This is an optimization exercise on Yosys and OpenROAD, whose aim is small area and few clock cycles, not a production implementation.
At most, simulation tests tie the RTL to the original design; equivalence was not proved.

before:
==> module rgb_to_hsv_converter_unit, before the edit <==
module rgb_to_hsv_converter_unit #(
    parameter logic [16:0] REG_AT = 17'b00100100100100101
) (
    input  logic        aclk,
    input  logic        aresetn,
    input  logic        s_tvalid,
    output logic        s_tready,
    input  logic [23:0] s_tdata,    
    output logic        m_tvalid,
    input  logic        m_tready,
    output logic [39:0] m_tdata     
);
    logic [16:0][hsv_pkg::STEP_W-1:0] pos;   
    logic [16:0][hsv_pkg::STEP_W-1:0] src;   
    hsv_pkg::step_t        last;
    logic           en;
    hsv_prep u_prep (
        .in_valid (s_tvalid),
        .red      (s_tdata[7:0]),
        .green    (s_tdata[15:8]),
        .blue     (s_tdata[23:16]),
        .out_bits (pos[0])
    );
    for (genvar p = 0; p <= 16; p++) begin : g_pos
        if (p > 0) begin : g_step
            hsv_div #(.STEP(p - 1)) u_step (.in_bits(src[p-1]), .out_bits(pos[p]));
        end
        if (REG_AT[p]) begin : g_reg
            hsv_pkg::step_t nxt;
            logic           v_reg;
            logic [hsv_pkg::STEP_W-2:0] data_reg;
            assign nxt = pos[p];
            always_ff @(posedge aclk) begin
                if (!aresetn) begin
                    v_reg <= 1'b0;
                end else if (en) begin
                    v_reg <= nxt.v;
                end
            end
            always_ff @(posedge aclk) begin
                if (en) begin
                    data_reg <= nxt[hsv_pkg::STEP_W-2:0];
                end
            end
            assign src[p] = {v_reg, data_reg};
        end else begin : g_wire
            assign src[p] = pos[p];
        end
    end
    logic grey;
    assign last     = src[16];
    assign grey     = (last.dm == 8'hFF);
    assign m_tvalid = last.v;
    assign en       = m_tready || !m_tvalid;
    assign s_tready = en;
    assign m_tdata  = {last.hi,
                       grey ? 16'd0 : last.qs,
                       grey ? 16'd0 : last.qh};
endmodule
clock: 5.0 ns
lec_check: 0
abc_area: 1
cap_margin: 20
core_margin: 2
core_utilization: 40
slew_margin: 20
run.sh (not shown) runs the stock make flow with config.mk's settings and CLKGATE_MAP_FILE= SYNTH_SCRIPT=/design/flow/synth_recipe.tcl, a recipe that flattens the netlist after the stock synthesis.
before: flow completed, timing, DRC and antenna clean
Input changes introduced in after (baseline for comparison: before):
--- a/flow/design.v
+++ b/flow/design.v
@@ -104,13 +104,13 @@
             out.r3 = hb ? 2'(t3 - 3'd3) : t3[1:0];
             out.qh = {in.qh[14:0], hb};
         end
     end
 endmodule
 module rgb_to_hsv_converter_unit #(
-    parameter logic [16:0] REG_AT = 17'b00100100100100101
+    parameter logic [16:0] REG_AT = 17'b00101001001001001
 ) (
     input  logic        aclk,
     input  logic        aresetn,
     input  logic        s_tvalid,
     output logic        s_tready,
     input  logic [23:0] s_tdata,    
[summary]
In after relative to before, count of cell instances traversed by the critical path had gone up by more than a quarter.
after vs. before: number of enable-type register cells in the synthesized netlist now larger; area of all placed cells without fillers comparable; detailed-route via count now larger; setup slack now larger; post-layout utilization of the core now smaller.
Post-detailed-placement cell area of after exceeds that of before slightly.
met1 usage in global routing ended up 0.77 points lower on after than on before.
Number of nets in the finished design of before is on par with after.
Flip-flop and latch count ended up 8 higher on after than on before.
after ends up with higher compound-gate portion of the synthesized area than before does.
In the metrics for before and after, the one carrying the higher worst-margin pin slew is before.
The share of the clock period used by the worst path after layout number comes out higher for before vs after.
No run of this note included a check of the RTL's function; only the layout flow was run.

## main
The RTL this note starts from:
==> flow/design.v <==
package hsv_pkg;
    localparam int CHAN_W = 8;
    localparam int STEP_W = 68;    
    typedef struct packed {
        logic        v;     
        logic [7:0]  hi;    
        logic [7:0]  dm;    
        logic [7:0]  rs;    
        logic [7:0]  rh;    
        logic        hp;    
        logic [1:0]  r3;    
        logic [15:0] qs;    
        logic [15:0] qh;    
    } step_t;
endpackage
module hsv_prep (
    input  logic                in_valid,
    input  logic [7:0]          red,
    input  logic [7:0]          green,
    input  logic [7:0]          blue,
    output logic [hsv_pkg::STEP_W-1:0] out_bits
);
    hsv_pkg::step_t out;
    assign out_bits = out;
    logic       ge_rg, ge_gb, ge_br, eq_rg, eq_gb, eq_br, ge_rb;
    logic       sec_r, sec_g;
    logic       down;           
    logic [7:0] hi, mid, lo, xa, xb;
    logic [2:0] k;
    always_comb begin
        ge_rg = (red >= green);
        ge_gb = (green >= blue);
        ge_br = (blue >= red);
        eq_rg = (red == green);
        eq_gb = (green == blue);
        eq_br = (blue == red);
        ge_rb = !ge_br || eq_br;
        sec_r = ge_rg && ge_rb;
        sec_g = !sec_r && ge_gb;
        if (sec_r) begin
            hi = red;
            if (ge_gb) begin mid = green; lo = blue;  down = 1'b0; k = 3'd0; end
            else       begin mid = blue;  lo = green; down = 1'b1; k = 3'd5; end
        end else if (sec_g) begin
            hi = green;
            if (ge_br) begin
                mid = blue; lo = red;
                down = eq_gb;
                k    = eq_gb ? 3'd3 : 3'd2;
            end else begin
                mid = red; lo = blue; down = 1'b1; k = 3'd1;
            end
        end else begin
            hi = blue;
            if (ge_rg) begin mid = red;   lo = green; down = 1'b0; k = 3'd4; end
            else       begin mid = green; lo = red;   down = 1'b1; k = 3'd3; end
        end
        xa = down ? hi  : mid;
        xb = down ? mid : lo;
        out.v  = in_valid;
        out.hi = hi;
        out.dm = hi + ~lo;
        out.rs = out.dm;
        out.qs = '0;
        out.rh = xa - xb;
        out.hp = 1'b0;
        out.r3 = (k >= 3'd3) ? 2'(k - 3'd3) : k[1:0];
        out.qh = {15'd0, (k >= 3'd3)};
    end
endmodule
module hsv_div #(
    parameter int STEP = 0
) (
    input  logic [hsv_pkg::STEP_W-1:0] in_bits,
    output logic [hsv_pkg::STEP_W-1:0] out_bits
);
    hsv_pkg::step_t in, out;
    assign in       = in_bits;
    assign out_bits = out;
    logic       sbit;
    logic [8:0] st, ht;
    logic [9:0] sdf, hdf;
    logic       sfit, hfit;
    logic [2:0] t3;
    logic       hb;
    always_comb begin
        sbit = (STEP < 8) ? 1'b1 : !in.dm[15 - STEP];
        out  = in;
        st   = {in.rs, sbit};
        sdf  = {1'b0, st} - {2'b0, in.hi};
        sfit = !sdf[9];
        out.rs = sfit ? sdf[7:0] : st[7:0];
        out.qs = {in.qs[14:0], sfit};
        if (STEP < 15) begin
            ht   = {in.rh, 1'b0};
            hdf  = {1'b0, ht} + {2'b11, ~in.dm};
            hfit = !hdf[9];
            out.rh = hfit ? hdf[7:0] : ht[7:0];
            out.hp = hfit;
        end
        if (STEP > 0) begin
            t3   = {in.r3, in.hp};
            hb   = (t3 >= 3'd3);
            out.r3 = hb ? 2'(t3 - 3'd3) : t3[1:0];
            out.qh = {in.qh[14:0], hb};
        end
    end
endmodule
module rgb_to_hsv_converter_unit #(
    parameter logic [16:0] REG_AT = 17'b00100100100100101
) (
    input  logic        aclk,
    input  logic        aresetn,
    input  logic        s_tvalid,
    output logic        s_tready,
    input  logic [23:0] s_tdata,    
    output logic        m_tvalid,
    input  logic        m_tready,
    output logic [39:0] m_tdata     
);
    logic [16:0][hsv_pkg::STEP_W-1:0] pos;   
    logic [16:0][hsv_pkg::STEP_W-1:0] src;   
    hsv_pkg::step_t        last;
    logic           en;
    hsv_prep u_prep (
        .in_valid (s_tvalid),
        .red      (s_tdata[7:0]),
        .green    (s_tdata[15:8]),
        .blue     (s_tdata[23:16]),
        .out_bits (pos[0])
    );
    for (genvar p = 0; p <= 16; p++) begin : g_pos
        if (p > 0) begin : g_step
            hsv_div #(.STEP(p - 1)) u_step (.in_bits(src[p-1]), .out_bits(pos[p]));
        end
        if (REG_AT[p]) begin : g_reg
            hsv_pkg::step_t nxt;
            logic           v_reg;
            logic [hsv_pkg::STEP_W-2:0] data_reg;
            assign nxt = pos[p];
            always_ff @(posedge aclk) begin
                if (!aresetn) begin
                    v_reg <= 1'b0;
                end else if (en) begin
                    v_reg <= nxt.v;
                end
            end
            always_ff @(posedge aclk) begin
                if (en) begin
                    data_reg <= nxt[hsv_pkg::STEP_W-2:0];
                end
            end
            assign src[p] = {v_reg, data_reg};
        end else begin : g_wire
            assign src[p] = pos[p];
        end
    end
    logic grey;
    assign last     = src[16];
    assign grey     = (last.dm == 8'hFF);
    assign m_tvalid = last.v;
    assign en       = m_tready || !m_tvalid;
    assign s_tready = en;
    assign m_tdata  = {last.hi,
                       grey ? 16'd0 : last.qs,
                       last.qh};
endmodule
Settings: LEC_CHECK=0, ABC_AREA=1, CAP_MARGIN=20, CORE_MARGIN=2, CORE_UTILIZATION=40, SLEW_MARGIN=20; clock period 5.0 ns.
Testbench counts of main, summed over its fixed seeds: cycles 32,816.
Modified inputs, the feature branch compared to main
==> flow/design.v, changed modules only <==
module hsv_prep (
    input  logic                in_valid,
    input  logic [7:0]          red,
    input  logic [7:0]          green,
    input  logic [7:0]          blue,
    output logic [hsv_pkg::STEP_W-1:0] out_bits
);
    hsv_pkg::step_t out;
    assign out_bits = out;
    logic       ge_rg, ge_gb, ge_br, eq_rg, eq_gb, eq_br, ge_rb;
    logic       sec_r, sec_g;
    logic [7:0] hi, lo, xa, xb;
    logic [2:0] k;
    always_comb begin
        ge_rg = (red >= green);
        ge_gb = (green >= blue);
        ge_br = (blue >= red);
        eq_rg = (red == green);
        eq_gb = (green == blue);
        eq_br = (blue == red);
        ge_rb = !ge_br || eq_br;
        sec_r = ge_rg && ge_rb;
        sec_g = !sec_r && ge_gb;
        if (sec_r) begin
            hi = red;
            xb = blue;
            if (ge_gb) begin lo = blue;  xa = green; k = 3'd0; end
            else       begin lo = green; xa = red;   k = 3'd5; end
        end else if (sec_g) begin
            hi = green;
            if (!ge_br) begin
                lo = blue; xa = green; xb = red;  k = 3'd1;
            end else if (eq_gb) begin
                lo = red;  xa = green; xb = blue; k = 3'd3;
            end else begin
                lo = red;  xa = blue;  xb = red;  k = 3'd2;
            end
        end else begin
            hi = blue;
            xb = green;
            if (ge_rg) begin lo = green; xa = red;  k = 3'd4; end
            else       begin lo = red;   xa = blue; k = 3'd3; end
        end
        out.v  = in_valid;
        out.hi = hi;
        out.dm = hi + ~lo;
        out.rs = out.dm;
        out.qs = '0;
        out.rh = xa - xb;
        out.hp = 1'b0;
        out.r3 = (k >= 3'd3) ? 2'(k - 3'd3) : k[1:0];
        out.qh = {15'd0, (k >= 3'd3)};
    end
endmodule
## What came out
Placed wire-length estimate after detailed placement: the feature branch and main compared, lower one is main
Compare the feature branch and main | final period utilization higher: main
Between main and the feature branch, all-layer global routing usage increased.
Sequential element share of the synthesized area ends up lower on the feature branch.
First-pass GRT wire length came out higher on the feature branch than on main.
Met1 layer usage reported by global route: the feature branch vs main up 3.1 points
In the feature branch the final standard cell count with taps included and fillers excluded turned out 4.8% higher than in main.
Delta (the feature branch minus main): transition at the pin with the smallest max-transition slack down 0.022 ns; number of filler instances in the final layout up 216.
Relative to main, the feature branch improves worst slew margin relative to its limit.
Against main, clock-buffer cell count in the feature branch fell by a little under 10%.
Function not checked in the feature branch: the RTL went through the layout flow alone.

// rgb_to_hsv_converter_unit: RTL as listed in full above, without the edits since
==> flow/config.mk <==
export PLATFORM = sky130hd
export DESIGN_NAME = rgb_to_hsv_converter_unit
export DESIGN_NICKNAME = rgb_to_hsv_converter_unit
export VERILOG_FILES = /design/flow/design.v
export SDC_FILE = /design/flow/constraint.sdc
export NUM_CORES = 4
export LEC_CHECK = 0
export ABC_AREA = 1
export CAP_MARGIN = 20
export CORE_MARGIN = 2
export CORE_UTILIZATION = 40
export SLEW_MARGIN = 20
==> flow/constraint.sdc <==
create_clock -name core_clock -period 5.0 [get_ports {aclk}]
set_input_delay 1.0000 -clock core_clock [delete_from_list [all_inputs] [get_ports {aclk}]]
set_output_delay 1.0000 -clock core_clock [all_outputs]
set_load 0.01 [all_outputs]
standard.sh (not shown) runs the stock make flow with config.mk's settings and CLKGATE_MAP_FILE= SYNTH_SCRIPT=/design/flow/synth_recipe.tcl, a recipe that flattens the netlist after the stock synthesis.
==> flow/flow/run.sh <==
#!/bin/bash
set -euo pipefail
export SYNTH_OPERATIONS_ARGS="-nofsm"
export BUFFER_PORTS_ARGS="-buffer_cell sky130_fd_sc_hd__buf_2"
bash standard.sh ADDER_MAP_FILE= ABC_DRIVER_CELL=sky130_fd_sc_hd__buf_4 finish > standard.log 2>&1
Testbench counts at the start, summed over its fixed seeds: cycles 32,816.
Then changed:
--- a/flow/design.v
+++ b/flow/design.v
@@ -104,13 +104,13 @@
             out.r3 = hb ? 2'(t3 - 3'd3) : t3[1:0];
             out.qh = {in.qh[14:0], hb};
         end
     end
 endmodule
 module rgb_to_hsv_converter_unit #(
-    parameter logic [16:0] REG_AT = 17'b00100100100100101
+    parameter logic [16:0] REG_AT = 17'b00100100010001001
 ) (
     input  logic        aclk,
     input  logic        aresetn,
     input  logic        s_tvalid,
     output logic        s_tready,
     input  logic [23:0] s_tdata,    
Result:
- via count drops by 0.82%
- wire length drops by 1.5%
- maximum frequency drops by 2.5%
- hold slack is worse by 0.0045 ns
- setup slack is worse by 0.12 ns
- design area drops by 4.3%
- cell count drops by 1.2%
- first-iteration DRC count drops by 4.6%
- clock skew climbs by 0.0042 ns
Testbench counts after the change, summed over its fixed seeds: cycles 32,808.

Another version of the RTL of rgb_to_hsv_converter_unit (not shown whole).
Size in the first run: roughly 190 flip-flops, roughly 70 I/O pins, ~21000 sq um of cells after synthesis.
==> module rgb_to_hsv_converter_unit, before the edit <==
module rgb_to_hsv_converter_unit #(
    parameter logic [16:0] REG_AT = 17'b00100001000010001
) (
    input  logic        aclk,
    input  logic        aresetn,
    input  logic        s_tvalid,
    output logic        s_tready,
    input  logic [23:0] s_tdata,    
    output logic        m_tvalid,
    input  logic        m_tready,
    output logic [39:0] m_tdata     
);
    logic [16:0][hsv_pkg::STEP_W-1:0] pos;   
    logic [16:0][hsv_pkg::STEP_W-1:0] src;   
    hsv_pkg::step_t        last;
    logic           en;
    hsv_prep u_prep (
        .in_valid (s_tvalid),
        .red      (s_tdata[7:0]),
        .green    (s_tdata[15:8]),
        .blue     (s_tdata[23:16]),
        .out_bits (pos[0])
    );
    for (genvar p = 0; p <= 16; p++) begin : g_pos
        if (p > 0) begin : g_step
            hsv_div #(.STEP(p - 1)) u_step (.in_bits(src[p-1]), .out_bits(pos[p]));
        end
        if (REG_AT[p]) begin : g_reg
            hsv_pkg::step_t nxt;
            logic           v_reg;
            logic [hsv_pkg::STEP_W-2:0] data_reg;
            assign nxt = pos[p];
            always_ff @(posedge aclk) begin
                if (!aresetn) begin
                    v_reg <= 1'b0;
                end else if (en) begin
                    v_reg <= nxt.v;
                end
            end
            always_ff @(posedge aclk) begin
                if (en) begin
                    data_reg <= nxt[hsv_pkg::STEP_W-2:0];
                end
            end
            assign src[p] = {v_reg, data_reg};
        end else begin : g_wire
            assign src[p] = pos[p];
        end
    end
    logic grey;
    assign last     = src[16];
    assign grey     = (last.dm == 8'hFF);
    assign m_tvalid = last.v;
    assign en       = m_tready || !m_tvalid;
    assign s_tready = en;
    assign m_tdata  = {last.hi,
                       grey ? 16'd0 : last.qs,
                       last.qh};
endmodule
==> flow/config.mk <==
export PLATFORM = sky130hd
export DESIGN_NAME = rgb_to_hsv_converter_unit
export DESIGN_NICKNAME = rgb_to_hsv_converter_unit
export VERILOG_FILES = /design/flow/design.v
export SDC_FILE = /design/flow/constraint.sdc
export NUM_CORES = 4
export LEC_CHECK = 0
export ABC_AREA = 1
export CAP_MARGIN = 20
export CORE_MARGIN = 2
export CORE_UTILIZATION = 40
export SLEW_MARGIN = 20
==> flow/constraint.sdc <==
create_clock -name core_clock -period 5.0 [get_ports {aclk}]
set_input_delay 1.0000 -clock core_clock [delete_from_list [all_inputs] [get_ports {aclk}]]
set_output_delay 1.0000 -clock core_clock [all_outputs]
set_load 0.01 [all_outputs]
Scripts as last shown in full above: flow/flow/run.sh
The starting point ran to the end with violations: negative setup slack.
Then changed:
--- a/flow/design.v
+++ b/flow/design.v
@@ -108,5 +108,5 @@
 endmodule
 module rgb_to_hsv_converter_unit #(
-    parameter logic [16:0] REG_AT = 17'b00100001000010001
+    parameter logic [16:0] REG_AT = 17'b00100010001000101
 ) (
     input  logic        aclk,
This time the run passed the timing, design-rule and antenna checks.
Cell count drops by 14%.
Wire length drops by 29%.
Global-route usage came out lower by 4.4 points.
Via count went down by 18%.
Clock-buffer cell count came out higher by 15.
Clock skew barely changes.
Die area climbs by 6.2%.
Non-clock buffer count goes down by 876.
Testbench counts after the change, summed over its fixed seeds: cycles 32,808.
The RTL of the first run of this note was laid out without a check of its function.

static timing again, ports no longer ideal:
The results above use ideal ports. As a check the final layouts listed here were re-extracted and re-timed, cells and wires unchanged. Step 1: set_driving_cell puts a clkbuf_16 on aclk and a buf_2 on each other input, an assumption about the parent block. Step 2 also shifts input and output timing later by t, the mid clock arrival at the registers, as if the neighbouring blocks saw the same clock. Three values: ideal, step 1, step 2; two values: the first two.
| run | t (ns) | setup WS [ns] | hold WS [ns] | clock arrival spread, ns | pins driven straight from the clock port |
|---|---|---|---|---|---|
| before | 0.609 | 0.115 / 0.053 / 0.017 | 0.405 / 0.405 / 0.405 | 0.021 / 0.021 | 1 |
| after | 0.591 | 0.198 / 0.198 / -0.145 | 0.408 / 0.408 / 0.408 | 0.029 / 0.029 | 1 |
| main | 0.601 | 0.217 / 0.217 / 0.101 | 0.416 / 0.416 / 0.416 | 0.024 / 0.023 | 1 |
| the feature branch | 0.606 | 0.271 / 0.271 / 0.028 | 0.408 / 0.408 / 0.408 | 0.035 / 0.034 | 1 |
| the first run of note 3 | 0.583 | 0.479 / 0.424 / 0.531 | 0.415 / 0.415 / 0.415 | 0.018 / 0.018 | 1 |
| the second run of note 3 | 0.631 | 0.361 / 0.309 / 0.417 | 0.410 / 0.410 / 0.410 | 0.023 / 0.023 | 1 |
| the first run of note 4 | 0.528 | -0.545 / -0.545 / -0.545 | 0.420 / 0.420 / 0.420 | 0.014 / 0.013 | 1 |
| the second run of note 4 | 0.634 | 0.430 / 0.423 / 0.329 | 0.409 / 0.409 / 0.409 | 0.016 / 0.016 | 1 |
With both steps, setup timing fails in after, where it was met with ideal ports. For after, which loses most, drivers alone change the setup slack by 0.000 ns; drivers and shift together by -0.343 ns.
